Background: an optimization exercise with open tools, aiming at small area. Do not read the settings as production practice.
The RTL was checked by simulation tests, not by an equivalence proof against the original design.
Power is estimated from default activity; no workload was simulated.

sierra:
==> flow/design.v (excerpt) <==
module chip (
	input logic clk,
	input logic chip_reset,
	input logic uart_rx,
	output logic uart_tx,
	output logic [3:0] status  
);
For scale: about 2,200 cells after synthesis, about 8 I/O pins, roughly 32,000 um2 of cells after synthesis.
==> flow/config.mk <==
export PLATFORM = sky130hd
export DESIGN_NAME = chip
export DESIGN_NICKNAME = chip
export VERILOG_FILES = /design/flow/design.v
export SDC_FILE = /design/flow/constraint.sdc
export NUM_CORES = 4
export LEC_CHECK = 0
export CAP_MARGIN = 0
export CORE_MARGIN = 2
export CORE_UTILIZATION = 80
export SLEW_MARGIN = 0
==> flow/constraint.sdc <==
create_clock -name core_clock -period 10.0 [get_ports {clk}]
set_input_delay 2.0000 -clock core_clock [delete_from_list [all_inputs] [get_ports {clk}]]
set_output_delay 2.0000 -clock core_clock [all_outputs]
set_load 0.01 [all_outputs]
standard.sh (not shown) runs the stock make flow with config.mk's settings and CLKGATE_MAP_FILE= SYNTH_SCRIPT=/design/flow/synth_recipe.tcl, a recipe that flattens the netlist after the stock synthesis.
==> flow/flow/run.sh <==
#!/bin/bash
# Standard layout, except that the combinational logic of the standard
# synthesis netlist is re-mapped by ABC for area before floorplanning.
# Registers (instances, names, cell types, Q nets) are left untouched.
set -euo pipefail
WORK=$PWD
R=$WORK/orfs/results/$FLOW_PLATFORM/chip/base
LIB=$FLOW_HOME/platforms/$FLOW_PLATFORM/lib/sky130_fd_sc_hd__tt_025C_1v80.lib
YOSYS=$FLOW_HOME/../tools/install/yosys/bin/yosys
command -v yosys >/dev/null 2>&1 && YOSYS=$(command -v yosys)

# 1. standard synthesis
bash standard.sh synth > 1_standard_synth.log 2>&1
cp $R/1_2_yosys.v $WORK/std_1_2_yosys.v

# 2. area re-mapping of the logic between registers
DU=$(sed -n '/DONT_USE_CELLS/,/^$/p' $FLOW_HOME/platforms/$FLOW_PLATFORM/config.mk \
	| grep -o 'sky130_fd_sc_hd__[a-z0-9_]*' | sed 's/^/-dont_use /' | tr '\n' ' ')
SEQ=$(grep -oE 'sky130_fd_sc_hd__[a-z0-9_]+' $WORK/std_1_2_yosys.v | sort -u | grep -E '__(e?df|sdf|dl|sdl)' | tr '\n' ' ')
cat > $WORK/reopt.ys <<YS
read_liberty -ignore_miss_func $LIB
delete $SEQ
read_liberty -lib -nooverwrite $LIB
read_verilog $WORK/std_1_2_yosys.v
hierarchy -top $FLOW_TOP
flatten
rename -hide w:_*_.*
opt_clean
abc -liberty $LIB $DU -script $WORK/flow/area.abc
opt_clean -purge
hilomap -singleton -hicell sky130_fd_sc_hd__conb_1 HI -locell sky130_fd_sc_hd__conb_1 LO
splitnets
insbuf -buf sky130_fd_sc_hd__buf_4 A X
opt_clean -purge
tee -o $WORK/reopt_stat.txt stat -liberty $LIB
write_verilog -noattr -noexpr -nohex -nodec $WORK/reopt_1_2_yosys.v
YS
$YOSYS -s $WORK/reopt.ys > 2_reopt_yosys.log 2>&1
cp $WORK/reopt_1_2_yosys.v $R/1_2_yosys.v
rm -f $R/1_synth.odb $R/1_synth.sdc

# 3. the rest of the standard layout
export CTS_ARGS="-sink_clustering_enable -repair_clock_nets -buf_list sky130_fd_sc_hd__clkbuf_8 -sink_clustering_size 16 -sink_clustering_max_diameter 60 -dont_use_dummy_load"
bash standard.sh > 3_standard_layout.log 2>&1
==> flow/flow/area.abc <==
strash
ifraig
dc2
dch -f
amap -F 10 -A 10
topo
dnsize
strash
ifraig
dch -f
amap -F 10 -A 10
topo
dnsize
sierra finished every stage and its layout cleared the timing, design-rule and antenna checks.
Changes in yarrow relative to sierra:
# sierra
export LEC_CHECK = 0
export CAP_MARGIN = 0
export CORE_MARGIN = 2
export CORE_UTILIZATION = 80
export SLEW_MARGIN = 0
create_clock -name core_clock -period 10.0 [get_ports {clk}]
# yarrow
export LEC_CHECK = 0
export CAP_MARGIN = 20
export CORE_MARGIN = 2
export CORE_UTILIZATION = 40
export CTS_BUF_LIST = sky130_fd_sc_hd__clkbuf_8
export CTS_CLUSTER_DIAMETER = 60
export CTS_CLUSTER_SIZE = 16
export SLEW_MARGIN = 20
create_clock -name core_clock -period 10.0 [get_ports {clk}]
--- a/flow/flow/run.sh
+++ b/flow/flow/run.sh
@@ -42,3 +42,3 @@
 # 3. the rest of the standard layout
-export CTS_ARGS="-sink_clustering_enable -repair_clock_nets -buf_list sky130_fd_sc_hd__clkbuf_8 -sink_clustering_size 16 -sink_clustering_max_diameter 60 -dont_use_dummy_load"
+export CTS_ARGS="-sink_clustering_enable -repair_clock_nets -buf_list sky130_fd_sc_hd__clkbuf_16 -sink_clustering_size 28 -sink_clustering_max_diameter 60 -dont_use_dummy_load"
 bash standard.sh > 3_standard_layout.log 2>&1
==> flow/flow/area.abc <==
strash
ifraig
dc2
dch -f
amap -F 10 -A 10
topo
dnsize
Notes after the runs:
- Delta (yarrow minus sierra): wire length of the first global-routing pass moved down, die area moved up, total power moved up, number of rows created at floorplan moved up.
- Largest stage delay on the critical path: higher on sierra
- As far as port buffer count goes, yarrow and sierra are indistinguishable; the numbers are identical.
- On power per cell area, sierra and yarrow are basically level.

==> static timing again, ports no longer ideal <==
The results above use ideal ports. As a check the final layouts listed here were re-extracted and re-timed, cells and wires unchanged. Step 1, drivers: a clkbuf_16 drives clk and a buf_2 each remaining input, both assumed. Step 2 also shifts input and output timing later by t, the mid clock arrival at the registers, as if the neighbouring blocks saw the same clock. a / b / c = ideal ports / drivers / drivers and shift; a / b = the first two.
run	t (ns)	setup WS [ns]	hold slack, ns	slew at the worst register clock pin (ns)	worst slew at a driven data input, ns
sierra	0.730	0.969 / 0.969 / 0.969	0.315 / 0.315 / 0.315	0.11 / 0.11	0.04
yarrow	0.679	0.935 / 0.935 / 0.935	0.245 / 0.245 / 0.245	0.10 / 0.10	0.03
After both steps every run listed still meets setup and hold.
